This is an optimization exercise on Yosys and OpenROAD, whose aim is small area, a short achievable clock period and few clock cycles per item, not a production implementation.
Function was checked by simulation only, so behaviour that the tests miss may differ from the original.
Power figures rest on the tool's default switching activity, not on a simulated workload.

Design exec_unit, start of the top module:
module exec_unit
(
    input  logic              clk,
    input  logic              reset,
    input  logic              in_valid,
    output logic              in_ready,
    input  logic [2:0]        in_fn,
    input  logic [ADDR_W-1:0] in_rs,
    input  logic [ADDR_W-1:0] in_rt,
    input  logic [ADDR_W-1:0] in_rd,
    output logic              out_valid,
    output logic [ADDR_W-1:0] out_rd,
    output logic [DATA_W-1:0] out_data,
    output logic              out_zero,
    output logic              out_ovf,
    output logic              out_err,
    output logic [DATA_W-1:0] alu_a,
    output logic [DATA_W-1:0] alu_b,
    output logic [2:0]        alu_op,
    input  logic [DATA_W-1:0] alu_result,
    input  logic              alu_set,
    input  logic              alu_zero,
    input  logic              alu_overflow,
    input  logic              dbg_we,
    input  logic [ADDR_W-1:0] dbg_addr,
    input  logic [DATA_W-1:0] dbg_wdata,
    output logic [DATA_W-1:0] dbg_rdata
);
For scale: roughly 1000 flip-flops, roughly 240 I/O pins, about 46000 µm² of cells after synthesis.
Settings: LEC_CHECK=0, CAP_MARGIN=20, CORE_MARGIN=2, CORE_UTILIZATION=40, SLEW_MARGIN=20; clock period 5.0 ns.
run.sh (not shown) runs the stock make flow with config.mk's settings and CLKGATE_MAP_FILE= SYNTH_SCRIPT=/design/flow/synth_recipe.tcl, a recipe that flattens the netlist after the stock synthesis.
The first run finished but fails on negative setup slack.
Testbench counts at the start, summed over its fixed seeds: cycles 2,408, items 2,400.
Rerun with:
Settings changed: SETUP_SLACK_MARGIN set to 1.8.
Effect:
- Now the flow completed without violations
- cell count increases by 6.1%
- via count increases by 8.1%
- utilization goes up by 5.4 points
- hold slack is worse by 0.033 ns
- synthesized cell count does not change
- wire length increases by 8.9%
- clock skew is lower by 0.013 ns
- design area rises by 11%

* * *

== run A ==
The RTL this note starts from:
==> flow/design.v <==
package exec_pkg;
    localparam int DATA_W = 32;
    localparam int ADDR_W = 5;
    localparam int NREG   = 32;
    localparam logic [2:0] FN_AND = 3'b000;
    localparam logic [2:0] FN_OR  = 3'b001;
    localparam logic [2:0] FN_ADD = 3'b010;
    localparam logic [2:0] FN_SUB = 3'b110;
    localparam logic [2:0] FN_SLT = 3'b111;
    typedef enum logic [1:0] {
        IDLE,
        EXEC,
        WB
    } state_t;
endpackage
import exec_pkg::*;
module exec_regfile
(
    input  logic              clk,
    input  logic              reset,
    input  logic [3:0][NREG-1:1] sel_a,   
    input  logic [3:0][NREG-1:1] sel_b,
    output logic [DATA_W-1:0] a_data,
    output logic [DATA_W-1:0] b_data,
    input  logic [NREG-1:1]   we,
    input  logic [DATA_W-1:0] wdata
);
    logic [DATA_W-1:0] mem [1:NREG-1];
    for (genvar i = 1; i < NREG; i++) begin : g_row
        always_ff @(posedge clk) begin
            if (reset || we[i]) mem[i] <= wdata;
        end
    end
    for (genvar b = 0; b < DATA_W; b++) begin : g_bit
        logic [NREG-1:1] col;
        for (genvar i = 1; i < NREG; i++) begin : g_col
            assign col[i] = mem[i][b];
        end
        exec_rdtree u_a (.d(col), .s(sel_a[b/8]), .y(a_data[b]));
        exec_rdtree u_b (.d(col), .s(sel_b[b/8]), .y(b_data[b]));
    end
endmodule
module exec_rdtree
(
    input  logic [31:1] d,
    input  logic [31:1] s,
    output logic        y
);
    logic [15:0] t_n;    
    logic [3:0]  q;      
    logic [1:0]  h_n;    
    for (genvar k = 0; k < 15; k++) begin : g_pair
        exec_aoi22 u (.a1(d[2*k+1]), .a2(s[2*k+1]), .b1(d[2*k+2]), .b2(s[2*k+2]),
                      .y(t_n[k]));
    end
    exec_nand2 u_last (.a(d[31]), .b(s[31]), .y(t_n[15]));
    for (genvar k = 0; k < 4; k++) begin : g_quad
        exec_nand4 u (.a(t_n[4*k]), .b(t_n[4*k+1]), .c(t_n[4*k+2]), .d(t_n[4*k+3]),
                      .y(q[k]));
    end
    exec_nor2 u_h0 (.a(q[0]), .b(q[1]), .y(h_n[0]));
    exec_nor2 u_h1 (.a(q[2]), .b(q[3]), .y(h_n[1]));
    exec_nand2 u_y (.a(h_n[0]), .b(h_n[1]), .y(y));
endmodule
module exec_aoi22 (input logic a1, a2, b1, b2, output logic y);
    assign y = !((a1 && a2) || (b1 && b2));
endmodule
module exec_nand2 (input logic a, b, output logic y);
    assign y = !(a && b);
endmodule
module exec_nand4 (input logic a, b, c, d, output logic y);
    assign y = !(a && b && c && d);
endmodule
module exec_nor2 (input logic a, b, output logic y);
    assign y = !(a || b);
endmodule
module exec_inv (input logic a, output logic y);
    assign y = !a;
endmodule
module exec_ao22 (input logic a1, a2, b1, b2, output logic y);
    assign y = (a1 && a2) || (b1 && b2);
endmodule
module exec_and3 (input logic a, b, c, output logic y);
    assign y = a && b && c;
endmodule
module exec_pre3 (input logic [2:0] a, output logic [7:0] y);
    logic [2:0] a_n;
    for (genvar k = 0; k < 3; k++) begin : g_inv
        exec_inv u (.a(a[k]), .y(a_n[k]));
    end
    for (genvar v = 0; v < 8; v++) begin : g_v
        exec_and3 u (.a(v[2] ? a[2] : a_n[2]), .b(v[1] ? a[1] : a_n[1]),
                     .c(v[0] ? a[0] : a_n[0]), .y(y[v]));
    end
endmodule
module exec_pre2 (input logic [1:0] a, input logic en, output logic [3:0] y);
    logic [1:0] a_n;
    for (genvar k = 0; k < 2; k++) begin : g_inv
        exec_inv u (.a(a[k]), .y(a_n[k]));
    end
    for (genvar v = 0; v < 4; v++) begin : g_v
        exec_and3 u (.a(en), .b(v[1] ? a[1] : a_n[1]), .c(v[0] ? a[0] : a_n[0]), .y(y[v]));
    end
endmodule
import exec_pkg::*;
module exec_unit
(
    input  logic              clk,
    input  logic              reset,
    input  logic              in_valid,
    output logic              in_ready,
    input  logic [2:0]        in_fn,
    input  logic [ADDR_W-1:0] in_rs,
    input  logic [ADDR_W-1:0] in_rt,
    input  logic [ADDR_W-1:0] in_rd,
    output logic              out_valid,
    output logic [ADDR_W-1:0] out_rd,
    output logic [DATA_W-1:0] out_data,
    output logic              out_zero,
    output logic              out_ovf,
    output logic              out_err,
    output logic [DATA_W-1:0] alu_a,
    output logic [DATA_W-1:0] alu_b,
    output logic [2:0]        alu_op,
    input  logic [DATA_W-1:0] alu_result,
    input  logic              alu_set,
    input  logic              alu_zero,
    input  logic              alu_overflow,
    input  logic              dbg_we,
    input  logic [ADDR_W-1:0] dbg_addr,
    input  logic [DATA_W-1:0] dbg_wdata,
    output logic [DATA_W-1:0] dbg_rdata
);
    logic              accept;
    logic              v_q;       
    logic              idle_q;    
    logic [7:0]        rs_hi_q;   
    logic [3:0]        rs_lo_q;   
    logic [7:0]        rt_hi_nq;  
    logic [3:0]        rt_lo_nq;  
    logic [ADDR_W-1:0] rd_q;
    logic [2:0]        op_q;
    logic              res_q;     
    logic              slt_q;     
    logic              ovf_q;     
    logic              err_q;     
    logic              legal;
    logic [DATA_W-1:0] wb_data;
    logic [DATA_W-1:0] a_data;
    logic [DATA_W-1:0] b_data;
    logic [1:0][7:0]   dbg_hi;    
    logic [1:0][3:0]   dbg_lo;
    logic              wr_alu;    
    logic              wr_slt;
    logic              wr_dbg;
    logic [3:0][NREG-1:1] sel_a;
    logic [3:0][NREG-1:1] sel_b;
    logic [NREG-1:1]   rf_we;
    logic [DATA_W-1:0] rf_wdata;
    assign in_ready = !(dbg_we && (((in_rs == dbg_addr) && (in_rs != '0)) ||
                                   ((in_rt == dbg_addr) && (in_rt != '0))));
    assign accept   = in_valid && in_ready;
    assign legal = (in_fn == FN_AND) || (in_fn == FN_OR) || (in_fn == FN_ADD) ||
                   (in_fn == FN_SUB) || (in_fn == FN_SLT);
    always_ff @(posedge clk) begin
        if (reset) begin
            v_q    <= 1'b0;
            idle_q <= 1'b1;
        end else begin
            v_q    <= accept;
            idle_q <= !accept;
        end
    end
    always_ff @(posedge clk) begin
        for (int v = 0; v < 8; v++) begin
            rs_hi_q[v]  <= (in_rs[4:2] == v);
            rt_hi_nq[v] <= !(in_rt[4:2] == v);
        end
        for (int v = 0; v < 4; v++) begin
            rs_lo_q[v]  <= accept && !reset && (in_rs[1:0] == v);
            rt_lo_nq[v] <= !(in_rt[1:0] == v);
        end
        rd_q  <= in_rd;
        op_q  <= (in_fn == FN_SLT) ? FN_SUB : in_fn;
        res_q <= legal && (in_fn != FN_SLT);
        slt_q <= (in_fn == FN_SLT);
        ovf_q <= (in_fn == FN_ADD) || (in_fn == FN_SUB);
        err_q <= !legal;
    end
    for (genvar c = 0; c < 2; c++) begin : g_pre
        exec_pre3 u_dbg_hi (.a(dbg_addr[4:2]), .y(dbg_hi[c]));
        exec_pre2 u_dbg_lo (.a(dbg_addr[1:0]), .en(idle_q), .y(dbg_lo[c]));
    end
    for (genvar c = 0; c < 4; c++) begin : g_copy
        for (genvar i = 1; i < NREG; i++) begin : g_sel
            exec_ao22 u_a (.a1(dbg_hi[c/2][i/4]), .a2(dbg_lo[c/2][i%4]),
                           .b1(rs_hi_q[i/4]), .b2(rs_lo_q[i%4]), .y(sel_a[c][i]));
            exec_nor2 u_b (.a(rt_hi_nq[i/4]), .b(rt_lo_nq[i%4]), .y(sel_b[c][i]));
        end
    end
    always_comb begin
        for (int i = 1; i < NREG; i++) begin
            rf_we[i] = v_q ? (!err_q && rd_q == i) : (dbg_we && dbg_addr == i);
        end
    end
    exec_regfile u_rf (
        .clk    (clk),
        .reset  (reset),
        .sel_a  (sel_a),
        .sel_b  (sel_b),
        .a_data (a_data),
        .b_data (b_data),
        .we     (rf_we),
        .wdata  (rf_wdata)
    );
    assign alu_a     = a_data;
    assign alu_b     = b_data;
    assign alu_op    = op_q;
    assign dbg_rdata = a_data;
    assign wb_data = {alu_result[DATA_W-1:1] & {(DATA_W-1){res_q}},
                      (alu_result[0] & res_q) | (alu_set & slt_q)};
    assign wr_alu   = v_q && res_q && !reset;
    assign wr_slt   = v_q && slt_q && !reset;
    assign wr_dbg   = !v_q && !reset;
    assign rf_wdata = {(alu_result[DATA_W-1:1] & {(DATA_W-1){wr_alu}}) |
                       (dbg_wdata[DATA_W-1:1] & {(DATA_W-1){wr_dbg}}),
                       (alu_result[0] & wr_alu) | (alu_set & wr_slt) | (dbg_wdata[0] & wr_dbg)};
    assign out_valid = v_q;
    assign out_rd    = rd_q;
    assign out_data  = wb_data;
    assign out_zero  = !err_q && alu_zero;
    assign out_ovf   = ovf_q && alu_overflow;
    assign out_err   = err_q;
endmodule
Settings: LEC_CHECK=0, CAP_MARGIN=20, CORE_MARGIN=2, CORE_UTILIZATION=65, CTS_CLUSTER_DIAMETER=100, CTS_CLUSTER_SIZE=24, PLACE_DENSITY=0.75, SETUP_SLACK_MARGIN=1.25, SLEW_MARGIN=20, SYNTH_HIERARCHICAL=1; clock period 5.0 ns.
standard.sh (not shown) runs the stock make flow with config.mk's settings and CLKGATE_MAP_FILE= SYNTH_SCRIPT=/design/flow/synth_recipe.tcl, a recipe that flattens the netlist after the stock synthesis.
==> flow/flow/run.sh <==
#!/bin/bash
# The standard layout, with plain buffers (not delay cells) on the ports,
# repair free to change a cell's footprint, and the read gates downsized
# before floorplanning (flow/downsize.tcl).
set -euo pipefail
here=$(pwd)
bash standard.sh MATCH_CELL_FOOTPRINT=0 \
    "BUFFER_PORTS_ARGS=-buffer_cell sky130_fd_sc_hd__buf_2" \
    "PRE_FLOORPLAN_TCL=$here/flow/downsize.tcl" \
    finish > standard.log 2>&1
==> flow/flow/downsize.tcl <==
# Before floorplanning: start the register file's read gates at the smallest
# drive strength. Synthesis sizes them for a default load; timing repair later
# upsizes the ones that need it.
set n 0
foreach inst [get_cells *] {
  set m [get_property $inst ref_name]
  if { $m == "sky130_fd_sc_hd__a22oi_2" } {
    replace_cell $inst sky130_fd_sc_hd__a22oi_1
    incr n
  }
}
puts "downsize.tcl: $n cells downsized"
Testbench counts of run A, summed over its fixed seeds: cycles 2,408, items 2,400.
Modified inputs, run B compared to run A
Settings: SETUP_SLACK_MARGIN now 1.3, was 1.25; CTS_CLUSTER_SIZE now 30, was 24.
[summary]
- Comparing run B and run A, slew at the pin closest to its max-slew limit is lower on run A.
- Run B ends up with lower non-clock buffer total of the final layout than run A does.
- Summary of run B over run A: highest cell delay on the worst timing path roughly the same; total design power down about 2.3%; clock input transition at the sequential cells of the worst setup and hold paths neither gained nor lost much; via count decreased 259.

## static timing again, ports no longer ideal
The results above use ideal ports. As a check the final layouts listed here were re-extracted and re-timed, cells and wires unchanged. Step 1, drivers: a clkbuf_16 drives clk and a buf_2 each remaining input, both assumed. Step 2 adds t to the input delays and takes it off the output delays; t is the mean of the earliest and latest rising clock arrival at the registers after step 1. Input paths then give back, and output paths get back, about the clock's delay inside the block. a / b / c = ideal / step 1 / step 2; a / b = the first two.
run | shift t [ns] | slack for setup (ns) | worst setup path at the end | worst slew at a driven data input, ns | cell pins on the clock port's net
the first run of note 1 | 0.799 | -0.051 / -0.128 / 0.073 | input to output | 0.04 | 1
the second run of note 1 | 0.790 | 0.639 / 0.560 / 0.675 | input to output | 0.04 | 1
run A | 0.712 | 1.097 / 0.912 / 0.912 | input to output | 0.19 | 1
run B | 0.699 | 1.132 / 1.038 / 1.038 | input to output | 0.14 | 1
For run A, which loses most, drivers alone change the setup slack by -0.185 ns; drivers and shift together by -0.185 ns.
